Context: an optimization exercise on an open-source flow, tuned for small area, a short achievable clock period and few clock cycles per item. The choices shown serve that exercise and are no tape-out recipe.
The RTL was checked by simulation tests, not by an equivalence proof against the original design.
Power figures rest on the tool's default switching activity, not on a simulated workload.

==> design/flow/design.v <==
package smrc_pkg;
   localparam int BUCKETS_DEF = 60;
   localparam int SECOND_CODES = 64;
   localparam logic [6:0] MINUTE_AT_RESET = 7'd61;
   localparam logic [62:0] TOTAL_MAX = {63{1'b1}};
   localparam logic [31:0] PENDING_MAX = 32'hFFFF_FFFF;
   localparam logic [30:0] RATE_MAX = {31{1'b1}};
   localparam logic [1:0] STEP_IDLE  = 2'd0;
   localparam logic [1:0] STEP_PREP  = 2'd1;
   localparam logic [1:0] STEP_SWEEP = 2'd2;
   localparam logic [1:0] STEP_EMIT  = 2'd3;
   localparam logic [1:0] COND_ALWAYS   = 2'd0;
   localparam logic [1:0] COND_REQ      = 2'd1;
   localparam logic [1:0] COND_LAST     = 2'd2;
   localparam logic [1:0] COND_OUT_FREE = 2'd3;
   localparam int UC_COND_HI = 9;
   localparam int UC_HIT_HI  = 7;
   localparam int UC_MISS_HI = 5;
   localparam int UC_TAKE    = 3;
   localparam int UC_PREP    = 2;
   localparam int UC_SWEEP   = 1;
   localparam int UC_EMIT    = 0;
   localparam int FL_CLEAR_ALL = 2;
   localparam int FL_CHANGED   = 1;
   localparam int FL_WRAP      = 0;
endpackage
import smrc_pkg::*;
module smrc_window #(
   parameter int   BUCKETS = smrc_pkg::BUCKETS_DEF,
   parameter int   SEC_W   = $clog2(BUCKETS)
) (
   input  logic             clock,
   input  logic             reset,
   input  logic [9:0]       uc,
   input  logic [2:0]       flags,
   input  logic [SEC_W-1:0] sec,
   input  logic [SEC_W-1:0] from,
   input  logic [31:0]      wr_val,
   output logic             sweep_last,
   output logic [30:0]      window_sum
);
   localparam logic [SEC_W-1:0] LAST_IDX = SEC_W'(BUCKETS - 1);
   logic [31:0]      mem [BUCKETS];
   logic [31:0]      rd_data_ff;
   logic [SEC_W-1:0] rd_addr;
   logic [SEC_W-1:0] idx_ff, idx_in;
   logic [30:0]      acc_ff, acc_in;
   logic             live_ff, live_in;
   logic [31:0]      old_val, new_val;
   logic             in_skip;
   logic [32:0]      sum_wide;
   assign sweep_last = (idx_ff == LAST_IDX);
   assign window_sum = acc_ff;
   assign rd_addr = (uc[UC_SWEEP] && !sweep_last) ? idx_ff + 1'b1 : '0;
   assign old_val = live_ff ? rd_data_ff : '0;
   assign in_skip = flags[FL_WRAP] ? (idx_ff > from || idx_ff < sec)
                               : (idx_ff > from && idx_ff < sec);
   always_comb begin
      if (flags[FL_CHANGED] && idx_ff == sec) begin
         new_val = wr_val;
      end else if (flags[FL_CLEAR_ALL] || (flags[FL_CHANGED] && in_skip)) begin
         new_val = '0;
      end else begin
         new_val = old_val;
      end
   end
   assign sum_wide = {2'b00, acc_ff} + {1'b0, new_val};
   always_comb begin
      idx_in  = idx_ff;
      acc_in  = acc_ff;
      live_in = live_ff;
      if (uc[UC_PREP]) begin
         idx_in = '0;
         acc_in = '0;
      end else if (uc[UC_SWEEP]) begin
         acc_in = (sum_wide > {2'b00, RATE_MAX}) ? RATE_MAX : sum_wide[30:0];
         if (sweep_last) begin
            live_in = 1'b1;
         end else begin
            idx_in = idx_ff + 1'b1;
         end
      end
   end
   always_ff @(posedge clock) begin
      if (reset) begin
         idx_ff  <= '0;
         acc_ff  <= '0;
         live_ff <= 1'b0;
      end else begin
         idx_ff  <= idx_in;
         acc_ff  <= acc_in;
         live_ff <= live_in;
      end
   end
   always_ff @(posedge clock) begin
      if (uc[UC_SWEEP]) begin
         mem[idx_ff] <= new_val;
      end
      rd_data_ff <= mem[rd_addr];
   end
endmodule
import smrc_pkg::*;
module sliding_minute_rate_counter #(
   parameter int BUCKETS = smrc_pkg::BUCKETS_DEF
) (
   input  logic    clock,
   input  logic    reset,
   input  logic    req_valid,
   output logic    req_stall,
   input  logic [75:0] req_data,
   output logic    rsp_valid,
   input  logic    rsp_stall,
   output logic [93:0] rsp_data
);
   localparam int SEC_W = $clog2(BUCKETS);
   logic [1:0]      step_ff, step_in;
   logic [9:0]      uc;
   logic            uc_take, uc_prep, uc_emit;
   logic [1:0]      uc_cond, uc_hit, uc_miss;
   logic            cond_hit;
   logic            out_free;
   logic            req_take;
   logic [75:0]     req_ff;
   logic [63:0]     req_inc;
   logic [5:0]      req_sec, req_min;
   logic [62:0]     total_ff;
   logic [31:0]     pending_ff;
   logic [SEC_W-1:0] last_sec_ff;
   logic [6:0]      last_min_ff;
   logic [SEC_W-1:0] sec_ff, from_ff;
   logic [31:0]     wr_val_ff;
   logic [2:0]      flags_ff;
   logic            rsp_valid_ff;
   logic [93:0]     rsp_data_ff;
   logic            sweep_last;
   logic [30:0]     window_sum;
   logic [SEC_W-1:0] sec_lut [SECOND_CODES];
   logic            inc_pos;
   logic [63:0]     total_sum, pend_sum;
   logic [62:0]     total_new;
   logic [31:0]     pend_new;
   logic [SEC_W-1:0] sec_now;
   logic [7:0]      min_diff;
   logic            clear_all, changed, wrap;
   for (genvar g = 0; g < SECOND_CODES; g++) begin : g_sec_lut
      assign sec_lut[g] = SEC_W'(g % BUCKETS);
   end
   function automatic logic [9:0] ucode_rom(input logic [1:0] step);
      logic [9:0] w;
      case (step)
         STEP_IDLE:  w = {COND_REQ,      STEP_PREP,  STEP_IDLE,  1'b1, 1'b0, 1'b0, 1'b0};
         STEP_PREP:  w = {COND_ALWAYS,   STEP_SWEEP, STEP_SWEEP, 1'b0, 1'b1, 1'b0, 1'b0};
         STEP_SWEEP: w = {COND_LAST,     STEP_EMIT,  STEP_SWEEP, 1'b0, 1'b0, 1'b1, 1'b0};
         STEP_EMIT:  w = {COND_OUT_FREE, STEP_IDLE,  STEP_EMIT,  1'b0, 1'b0, 1'b0, 1'b1};
         default:    w = {COND_ALWAYS,   STEP_IDLE,  STEP_IDLE,  1'b0, 1'b0, 1'b0, 1'b0};
      endcase
      ucode_rom = w;
   endfunction
   assign uc = ucode_rom(step_ff);
   assign uc_cond = uc[UC_COND_HI -: 2];
   assign uc_hit  = uc[UC_HIT_HI -: 2];
   assign uc_miss = uc[UC_MISS_HI -: 2];
   assign uc_take = uc[UC_TAKE];
   assign uc_prep = uc[UC_PREP];
   assign uc_emit = uc[UC_EMIT];
   assign out_free = !rsp_valid_ff || !rsp_stall;
   assign req_stall = !uc_take;
   assign req_take  = req_valid && uc_take;
   always_comb begin
      case (uc_cond)
         COND_ALWAYS:   cond_hit = 1'b1;
         COND_REQ:      cond_hit = req_valid;
         COND_LAST:     cond_hit = sweep_last;
         COND_OUT_FREE: cond_hit = out_free;
         default:       cond_hit = 1'b1;
      endcase
      step_in = cond_hit ? uc_hit : uc_miss;
   end
   always_ff @(posedge clock) begin
      if (reset) begin
         step_ff <= STEP_IDLE;
      end else begin
         step_ff <= step_in;
      end
   end
   always_ff @(posedge clock) begin
      if (req_take) begin
         req_ff <= req_data;
      end
   end
   assign req_inc = req_ff[75:12];
   assign req_sec = req_ff[11:6];
   assign req_min = req_ff[5:0];
   assign inc_pos   = !req_inc[63] && (req_inc != '0);
   assign total_sum = {1'b0, total_ff} + {1'b0, req_inc[62:0]};
   assign pend_sum  = {32'b0, pending_ff} + {1'b0, req_inc[62:0]};
   assign total_new = !inc_pos ? total_ff
                    : (total_sum[63] ? TOTAL_MAX : total_sum[62:0]);
   assign pend_new  = !inc_pos ? pending_ff
                    : ((pend_sum >= {32'b0, PENDING_MAX}) ? PENDING_MAX : pend_sum[31:0]);
   assign sec_now   = sec_lut[req_sec];
   assign min_diff  = {2'b00, req_min} - {1'b0, last_min_ff};
   assign clear_all = $signed(min_diff) > 8'sd1;
   assign changed   = (sec_now != last_sec_ff);
   assign wrap      = (sec_now < last_sec_ff);
   always_ff @(posedge clock) begin
      if (reset) begin
         total_ff    <= '0;
         pending_ff  <= '0;
         last_sec_ff <= '0;
         last_min_ff <= MINUTE_AT_RESET;
      end else if (uc_prep) begin
         total_ff <= total_new;
         if (changed) begin
            pending_ff  <= '0;
            last_sec_ff <= sec_now;
            last_min_ff <= {1'b0, req_min};
         end else begin
            pending_ff <= pend_new;
         end
      end
   end
   always_ff @(posedge clock) begin
      if (uc_prep) begin
         sec_ff    <= sec_now;
         from_ff   <= last_sec_ff;
         wr_val_ff <= pend_new;
         flags_ff  <= {clear_all, changed, wrap};
      end
   end
   smrc_window #(
      .BUCKETS (BUCKETS)
   ) u_window (
      .clock      (clock),
      .reset      (reset),
      .uc         (uc),
      .flags      (flags_ff),
      .sec        (sec_ff),
      .from       (from_ff),
      .wr_val     (wr_val_ff),
      .sweep_last (sweep_last),
      .window_sum (window_sum)
   );
   always_ff @(posedge clock) begin
      if (reset) begin
         rsp_valid_ff <= 1'b0;
      end else if (uc_emit && out_free) begin
         rsp_valid_ff <= 1'b1;
      end else if (!rsp_stall) begin
         rsp_valid_ff <= 1'b0;
      end
   end
   always_ff @(posedge clock) begin
      if (uc_emit && out_free) begin
         rsp_data_ff <= {total_ff, window_sum};
      end
   end
   assign rsp_valid = rsp_valid_ff;
   assign rsp_data  = rsp_data_ff;
endmodule
==> design/flow/run.sh <==
#!/bin/bash
# synth_recipe.tcl (not shown) runs the flow's synth.tcl, then flattens the netlist and writes it again
# the make line also repeats each setting of config.mk as NAME=value (left out here)
make -C /OpenROAD-flow-scripts/flow DESIGN_CONFIG=/design/flow/config.mk WORK_HOME=/design/flow/orfs CLKGATE_MAP_FILE= SYNTH_SCRIPT=/design/flow/synth_recipe.tcl finish
==> design/flow/config.mk <==
export PLATFORM = sky130hd
export DESIGN_NAME = sliding_minute_rate_counter
export DESIGN_NICKNAME = sliding_minute_rate_counter
export VERILOG_FILES = /design/flow/design.v
export SDC_FILE = /design/flow/constraint.sdc
export NUM_CORES = 4
export LEC_CHECK = 0
export CAP_MARGIN = 20
export CORE_MARGIN = 2
export CORE_UTILIZATION = 40
export SLEW_MARGIN = 20
==> design/flow/constraint.sdc <==
create_clock -name core_clock -period 8.0 [get_ports {clock}]
set_input_delay 1.6000 -clock core_clock [delete_from_list [all_inputs] [get_ports {clock}]]
set_output_delay 1.6000 -clock core_clock [all_outputs]
set_load 0.01 [all_outputs]
==> run notes <==
==> cells in the final DEF, fill, tap and decap left out, drive strengths merged, types with 180 or more instances in the layout <==
master  instances
mux4          288
o211ai        335
edfxtp       2137
a21oi         377
o22ai         228
dfxtp         180
or3           238
nand2         326
nor2          310
buf           181
clkbuf        283
o21ai         273
==> flip-flops by register name, indices dropped and copies added (netlist names) <==
signal / count
wr_val_ff: 32
u_window.rd_data_ff: 32
rsp_data_ff: 94
u_window.live_ff: 1
u_window.mem: 1920
step_ff: 2
total_ff: 63
rsp_valid_ff: 1
last_sec_ff: 6
req_ff: 76
from_ff: 6
u_window.acc_ff: 31
u_window.idx_ff: 6
pending_ff: 32
last_min_ff: 6
flags_ff: 3
sec_ff: 6
==> power by group through the flow <==
| stage | Sequential (W) | Clock (W) | Combinational (W) |
|---|---|---|---|
| floorplan | 0.0142 | 0 | 0.00406 |
| global placement | 0.0146 | 0 | 0.00601 |
| detailed placement | 0.0145 | 0 | 0.00605 |
| CTS | 0.0143 | 0.0111 | 0.00608 |
| global route | 0.0143 | 0.0115 | 0.00655 |
| finish | 0.0143 | 0.0109 | 0.00608 |
==> metrics by stage <==
stage | power, W | hold slack [ps] | cells | setup WS, ps | util (%)
2_1_floorplan | 0.0183 | 408 | 6358 | 923 | -
3_3_place_gp | 0.0206 | 449 | 9459 | 968 | 42.9
3_5_place_dp | 0.0206 | 449 | 9460 | 908 | 42.9
4_1_cts | 0.0315 | 464 | 9888 | 878 | 46.1
5_1_grt | 0.0324 | 476 | 9892 | 707 | 46.1
6_report | 0.0313 | 466 | 9897 | 1140 | 46.1
==> final timing paths <==
| path | startpoint | endpoint | slack (ps) | cells after the start |
|---|---|---|---|---|
| worst min-delay path | total_ff[47]$_SDFFE_PP0P_ | rsp_data_ff[78]$_DFFE_PP_ | 470 | 0 |
| worst max-delay path | u_window.idx_ff[2]$_SDFFE_PP0P_ | u_window.acc_ff[7]$_SDFFE_PP0P_ | 1140 | 21 |
| worst max register to register | u_window.idx_ff[2]$_SDFFE_PP0P_ | u_window.acc_ff[7]$_SDFFE_PP0P_ | 1140 | 21 |
| worst min register to register | total_ff[47]$_SDFFE_PP0P_ | rsp_data_ff[78]$_DFFE_PP_ | 470 | 0 |
==> kinds of logic after synthesis <==
family	after synthesis	synth area share (%)
adders and majority gates	162	2.12
muxes	329	7.11
buffers and inverters	509	2.03
and+or+nand+nor	1217	6.46
DFF	2317	69.8
xor gates and xnor gates	126	1.14
AOI/OAI and AO/OA	1698	11.3
==> final cells by class <==
cell class | count | share of cell area (%)
inverters | 73 | 0.253
clock inverters | 145 | 1.41
multi-input cells | 3532 | 25.2
flip-flops and latches | 2317 | 61.0
clock buffers | 283 | 5.49
well taps | 3185 | 3.59
diodes | 7 | 0.0158
repair buffers | 355 | 3.02
==> worst max-delay path: stages, from the launching register on <==
cell       delay [ps]
dfxtp_1           690
ha_1              340
and4_1            160
and4_1            190
buf_4             240
or3b_2            520
a311oi_4          740
a22o_2            610
ha_1              340
a21o_1            160
a21oi_1           230
nor2_1             80
a21oi_1           210
a21boi_0          180
o2111ai_1         370
a31oi_1           190
a41o_1            300
o21ai_0           150
a21oi_1           120
o31ai_4           540
buf_8             240
a21oi_1            90
==> layer usage <==
metal | global-route usage (%) | up-vias
li1 | - | 25800
met1 | 33.1 | 31100
met2 | 36.6 | 2793
met3 | 3.51 | 516
met4 | 8.37 | 4
met5 | 0 | -
==> results.py <==
metrics = {
    "status": {
        "status": "complete, no violations",
    },
    "setup_path": {
        "worstPathArrival_ps": 7640,
        "cp-start-kind": "register",
        "cp-end-kind": "register",
        "worst-path-max-fanout": 33,
        "crit_type": "reg2reg",
        "worstPathRequired_ps": 8780,
    },
    "pwr": {
        "internal_power_w": 0.0222,
        "powerDensity_nw_per_um2": 282,
        "clkPwrFrac_pct": 34.9,
        "switching_share_pct": 29.1,
        "p_seq_share_pct": 45.7,
        "max-vdd-ir-drop_mv": 0.254,
        "switching_power_w": 0.00911,
        "combinationalPowerShare_pct": 19.4,
        "p_leak_nw": 34.4,
    },
    "clock_tree": {
        "tritoncts": "done",
        "root_buffer": "clkbuf_16",
        "clock_sinks": 2317,
        "clk_pin_slew_worst_paths_ps": 70,
        "cts_buffers": 234,
        "clk_path_buf_depth": 3,
        "cts_resized": 0,
        "htreeDepth": 4,
        "ctsHoldBuffers": 0,
        "cts_setup_buffers": 0,
        "clock_latency_ps": 910,
    },
    "final_layout": {
        "multi_input_area_um2": 28000,
        "fillers": 20700,
        "regArea_um2": 67800,
        "nets": 6755,
        "stdcell_area_um2": 111000,
        "syn2layout_area_growth_pct": 14.4,
        "drive_above_1_share_pct": 14.7,
    },
    "route": {
        "drc_errors": 0,
        "first_iter_violations": 7379,
        "wl_per_cell_um": 29.6,
        "viasPerCell": 6.09,
        "drt_pre_antenna_iters": 5,
        "via_count": 60200,
        "top_layer_used": "met5",
        "wirelength_um": 293000,
        "routed-wl-met3_um": 24000,
        "wl_met2_um": 136000,
        "wl_met1_um": 122000,
        "drtAntennaViolNets": 0,
    },
    "placement": {
        "io_buffers": 175,
        "place_congestion": 0.934,
        "place_area_um2": 103000,
        "dp_hpwl_um": 170000,
    },
    "run": {
        "maxCapViolCount": 0,
    },
    "floorplanning": {
        "fp.dieH_um": 497,
        "std_cell_rows": 180,
        "boundaryPins": 176,
        "die_w_um": 497,
        "dieArea_um2": 247000,
        "core_um2": 241000,
        "start_util_pct": 40.3,
    },
    "logic_synthesis": {
        "synth_flop_cell": "edfxtp_1",
        "yosys.area.top_type": "edfxtp_1",
        "ys_warn_count": 3,
        "synth_area_leaders": "edfxtp_1, mux4_2, dfxtp_1",
        "async_flop_share_pct": 0,
        "syn_inst": 6358,
        "post-synth-top-count-cell": "edfxtp_1",
        "ys_types": 90,
        "syn-num-nets": 6600,
        "synth.cell_area_um2": 97100,
        "synthTopCellsByCount": "edfxtp_1, a21oi_1, clkbuf_1",
        "synth_edf_count": 2137,
        "ys_ff_latch": 2317,
        "postSynthAreaPerCell_um2": 15.3,
        "yosysTopAreaCellShare_pct": 66.1,
        "ys_seq_area_share_pct": 69.8,
    },
    "global_route": {
        "grt.total_usage_pct": 23.3,
        "antenna_found_initial": 9,
        "grt_pass1_vias": 58300,
        "gr-total-overflow": 0,
        "grt_pass1_wl_um": 419000,
        "grt_start_max_net_pins": 175,
    },
    "timing": {
        "fin_tns_setup_ps": 0,
        "tightestPinTransition_ps": 1100,
        "post-route-period-util_pct": 85.7,
        "rsz0062_at_grt": "false",
        "period_minus_slack_ps": 6860,
        "hold_violations": 0,
        "clock_skew_ps": 73.0,
        "fmax_mhz": 146,
        "max_slew_margin_pct": 25.9,
        "setup_violations": 0,
        "slew_violations": 0,
    },
    "min_path": {
        "hp-class": "reg2reg",
    },
}
Testbench counts, summed over its fixed seeds: cycles 151,208, items 2,400.

[afterwards: timing with drivers on the ports]
The flow's constraints put no driver on any port. The routed layout listed below was extracted and timed again, unchanged, in two steps.
Step 1 (the two cells are an assumption about what drives the block):
set clk [get_ports {clock}]
set_driving_cell -lib_cell sky130_fd_sc_hd__clkbuf_16 $clk
set_driving_cell -lib_cell sky130_fd_sc_hd__buf_2 [delete_from_list [all_inputs] $clk]
Step 2, shift: input delay + t, output delay - t, t = (earliest + latest rising clock arrival at the registers) / 2. This alone moves slack from input paths to output paths.
a / b / c = ideal ports / drivers / drivers and shift; a / b = the first two.
t (ns): 0.966
slack for setup (ns): 1.140 / 1.140 / 1.140
clock arrival spread, ns: 0.080 / 0.079
After both steps setup and hold are still met in this run. The setup slack of this run moves by 0.000 ns with the drivers and by 0.000 ns with both steps.
